From an optimization exercise on the open Yosys and OpenROAD flow, aimed at small area; shortcuts taken in it are not production practice. Only simulation tests tie the RTL to the original design; equivalence was not proved. No activity file was given, so power comes from the tool's default toggle rates.

==> flow/design.v <==
module mem_issue_sched #(
  parameter int NLD = 4,
  parameter int NST = 4
) (
  input  logic        clock,
  input  logic        resetn,
  input  logic        alloc_valid,
  input  logic        alloc_store,
  input  logic [31:0] alloc_address,
  input  logic [31:0] alloc_data,
  input  logic [4:0]  alloc_dst,
  output logic        rs_lok,
  output logic        rs_sok,
  output logic        rs_free,
  output logic        mem_req,
  output logic        mem_we,
  output logic [31:0] mem_addr,
  output logic [31:0] mem_wdata,
  input  logic        mem_ack,
  input  logic [31:0] mem_rdata,
  output logic [63:0] out_databus,
  output logic        write_databus,
  output logic [4:0]  out_dst,
  output logic [31:0] out_dst_data,
  output logic        write_dst
);
  localparam int NAQ = NLD + NST;
  logic [NAQ-1:0] aq_v;
  logic [NAQ-1:0] aq_t;
  logic [31:0]    aq_a [NAQ];
  logic [NST-1:0] sq_v;
  logic [31:0]    sq_d [NST];
  logic [NLD-1:0] lq_v;
  logic [4:0]     lq_d [NLD];
  logic        done_q;    
  logic [31:0] rdata_q;   
  logic push_st, push_ld, push, deq, deq_st, deq_ld;
  logic [NAQ-1:0] aq_m;
  logic [NST-1:0] sq_m;
  logic [NLD-1:0] lq_m;
  assign rs_lok  = ~&lq_v;
  assign rs_sok  = ~&sq_v;
  assign rs_free = ~|lq_v && ~|sq_v;
  assign push_st = alloc_valid && alloc_store && rs_sok;
  assign push_ld = alloc_valid && !alloc_store && rs_lok;
  assign push    = push_st || push_ld;
  assign deq    = done_q;
  assign deq_st = done_q && aq_t[0];
  assign deq_ld = done_q && !aq_t[0];
  always_comb begin
    aq_m[0] = !aq_v[0] || deq;
    for (int i = 1; i < NAQ; i++) aq_m[i] = !aq_v[i] || aq_m[i-1];
    sq_m[0] = !sq_v[0] || deq_st;
    for (int i = 1; i < NST; i++) sq_m[i] = !sq_v[i] || sq_m[i-1];
    lq_m[0] = !lq_v[0] || deq_ld;
    for (int i = 1; i < NLD; i++) lq_m[i] = !lq_v[i] || lq_m[i-1];
  end
  always_ff @(posedge clock) begin
    for (int i = 0; i < NAQ - 1; i++)
      if (aq_m[i]) begin
        aq_a[i] <= aq_a[i+1];
        aq_t[i] <= aq_t[i+1];
      end
    if (aq_m[NAQ-1]) begin
      aq_a[NAQ-1] <= alloc_address;
      aq_t[NAQ-1] <= alloc_store;
    end
    for (int i = 0; i < NST - 1; i++)
      if (sq_m[i]) sq_d[i] <= sq_d[i+1];
    if (sq_m[NST-1]) sq_d[NST-1] <= alloc_data;
    for (int i = 0; i < NLD - 1; i++)
      if (lq_m[i]) lq_d[i] <= lq_d[i+1];
    if (lq_m[NLD-1]) lq_d[NLD-1] <= alloc_dst;
    rdata_q <= mem_rdata;
  end
  always_ff @(posedge clock) begin
    if (!resetn) begin
      aq_v   <= '0;
      sq_v   <= '0;
      lq_v   <= '0;
      done_q <= 1'b0;
    end else begin
      for (int i = 0; i < NAQ - 1; i++)
        if (aq_m[i]) aq_v[i] <= aq_v[i+1];
      if (aq_m[NAQ-1]) aq_v[NAQ-1] <= push;
      for (int i = 0; i < NST - 1; i++)
        if (sq_m[i]) sq_v[i] <= sq_v[i+1];
      if (sq_m[NST-1]) sq_v[NST-1] <= push_st;
      for (int i = 0; i < NLD - 1; i++)
        if (lq_m[i]) lq_v[i] <= lq_v[i+1];
      if (lq_m[NLD-1]) lq_v[NLD-1] <= push_ld;
      done_q <= mem_req && mem_ack;
    end
  end
  assign mem_req       = aq_v[0] && !done_q;
  assign mem_we        = aq_t[0];
  assign mem_addr      = aq_a[0];
  assign mem_wdata     = sq_d[0];
  assign write_databus = done_q;
  assign write_dst     = done_q && !aq_t[0];
  assign out_databus   = {14'b0, aq_t[0], !aq_t[0], 16'b0, aq_a[0]};
  assign out_dst       = lq_d[0];
  assign out_dst_data  = rdata_q;
endmodule
clock: 8.0 ns
lec_check: 0
abc_area: 1
cap_margin: 0
core_margin: 2
core_utilization: 65
slew_margin: 0
standard.sh (not shown) runs the stock make flow with config.mk's settings and CLKGATE_MAP_FILE= SYNTH_SCRIPT=/design/flow/synth_recipe.tcl, a recipe that flattens the netlist after the stock synthesis.
==> flow/flow/run.sh <==
#!/bin/bash
# The standard layout with two changes: the smallest buffer on every input and output port
# instead of the one buffer_ports picks by default, and a clock tree of small clock buffers
# without dummy loads. Each step's full log stays under orfs/logs/; make's own output goes to
# standard_finish.log in the work folder.
set -euo pipefail
export BUFFER_PORTS_ARGS="-buffer_cell sky130_fd_sc_hd__buf_1"
export SKIP_REPAIR_TIE_FANOUT=1
export CTS_ARGS="-sink_clustering_enable -repair_clock_nets -buf_list sky130_fd_sc_hd__clkbuf_4 -sink_clustering_size 10 -sink_clustering_max_diameter 50 -dont_use_dummy_load"
bash standard.sh finish > standard_finish.log 2>&1
Edit:
Settings changed: CORE_UTILIZATION 65 to 80.
Outcome: This time the run died in detailed placement (3_5_place_dp) (DPL-0033). Area after synthesis stays the same. Synthesized cell count stays the same.


## before
Starts from the design.v that is shown in full above.
Settings: LEC_CHECK=0, ABC_AREA=1, CAP_MARGIN=0, CORE_MARGIN=2, CORE_UTILIZATION=72, SLEW_MARGIN=0; clock period 8.0 ns.
Scripts as last shown in full above: flow/flow/run.sh
What after does differently from before at the input level:
# before
export LEC_CHECK = 0
export ABC_AREA = 1
export CAP_MARGIN = 0
export CORE_MARGIN = 2
export CORE_UTILIZATION = 72
export SLEW_MARGIN = 0
create_clock -name core_clock -period 8.0 [get_ports {clock}]
# after
export LEC_CHECK = 0
export ABC_AREA = 1
export CAP_MARGIN = 20
export CORE_MARGIN = 2
export CORE_UTILIZATION = 65
export CTS_BUF_LIST = sky130_fd_sc_hd__clkbuf_4
export CTS_CLUSTER_DIAMETER = 50
export CTS_CLUSTER_SIZE = 10
export SLEW_MARGIN = 20
create_clock -name core_clock -period 8.0 [get_ports {clock}]
==> flow/run.sh (new file) <==
#!/bin/bash
# synth_recipe.tcl (not shown) runs the flow's synth.tcl, then flattens the netlist and writes it again
# the make line also repeats each setting of config.mk as NAME=value (left out here)
make -C /OpenROAD-flow-scripts/flow DESIGN_CONFIG=/design/flow/config.mk WORK_HOME=/design/flow/orfs CLKGATE_MAP_FILE= SYNTH_SCRIPT=/design/flow/synth_recipe.tcl finish
removed: flow/flow/run.sh
removed: flow/standard.sh
==> run summary <==
- Summary — minimum period implied by the final worst setup slack, after relative to before: higher, by 480 ps.
- before → after: count of multi-input combinational gates now larger; aggregate routed wire length dropped about 0.9%; total net switching power +about 4.3%; routing usage on met1 decreased 3.2 points.

==> static timing again, ports no longer ideal <==
No port has a modelled driver above. Below, the same layouts with a new extraction and two added sets of constraints.
Step 1 (the two cells are an assumption about what drives the block):
set clk [get_ports {clock}]
set_driving_cell -lib_cell sky130_fd_sc_hd__clkbuf_16 $clk
set_driving_cell -lib_cell sky130_fd_sc_hd__buf_2 [delete_from_list [all_inputs] $clk]
Step 2 adds t to the input delays and takes it off the output delays; t is the mean of the earliest and latest rising clock arrival at the registers after step 1. Input paths then give back, and output paths get back, about the clock's delay inside the block.
a / b / c = no drivers / after step 1 / after step 2; a / b = the first two.
| run | shift t [ns] | setup slack, ns | hold slack, ns | latest minus earliest clock arrival (ns) |
|---|---|---|---|---|
| the first run of note 1 | 0.691 | 4.635 / 4.595 / 5.120 | 0.399 / 0.399 / 0.399 | 0.061 / 0.061 |
| before | 0.660 | 4.733 / 4.693 / 5.126 | 0.407 / 0.407 / 0.407 | 0.063 / 0.063 |
| after | 0.694 | 4.253 / 4.215 / 4.909 | 0.415 / 0.415 / 0.415 | 0.023 / 0.024 |
After both steps every run listed still meets setup and hold.
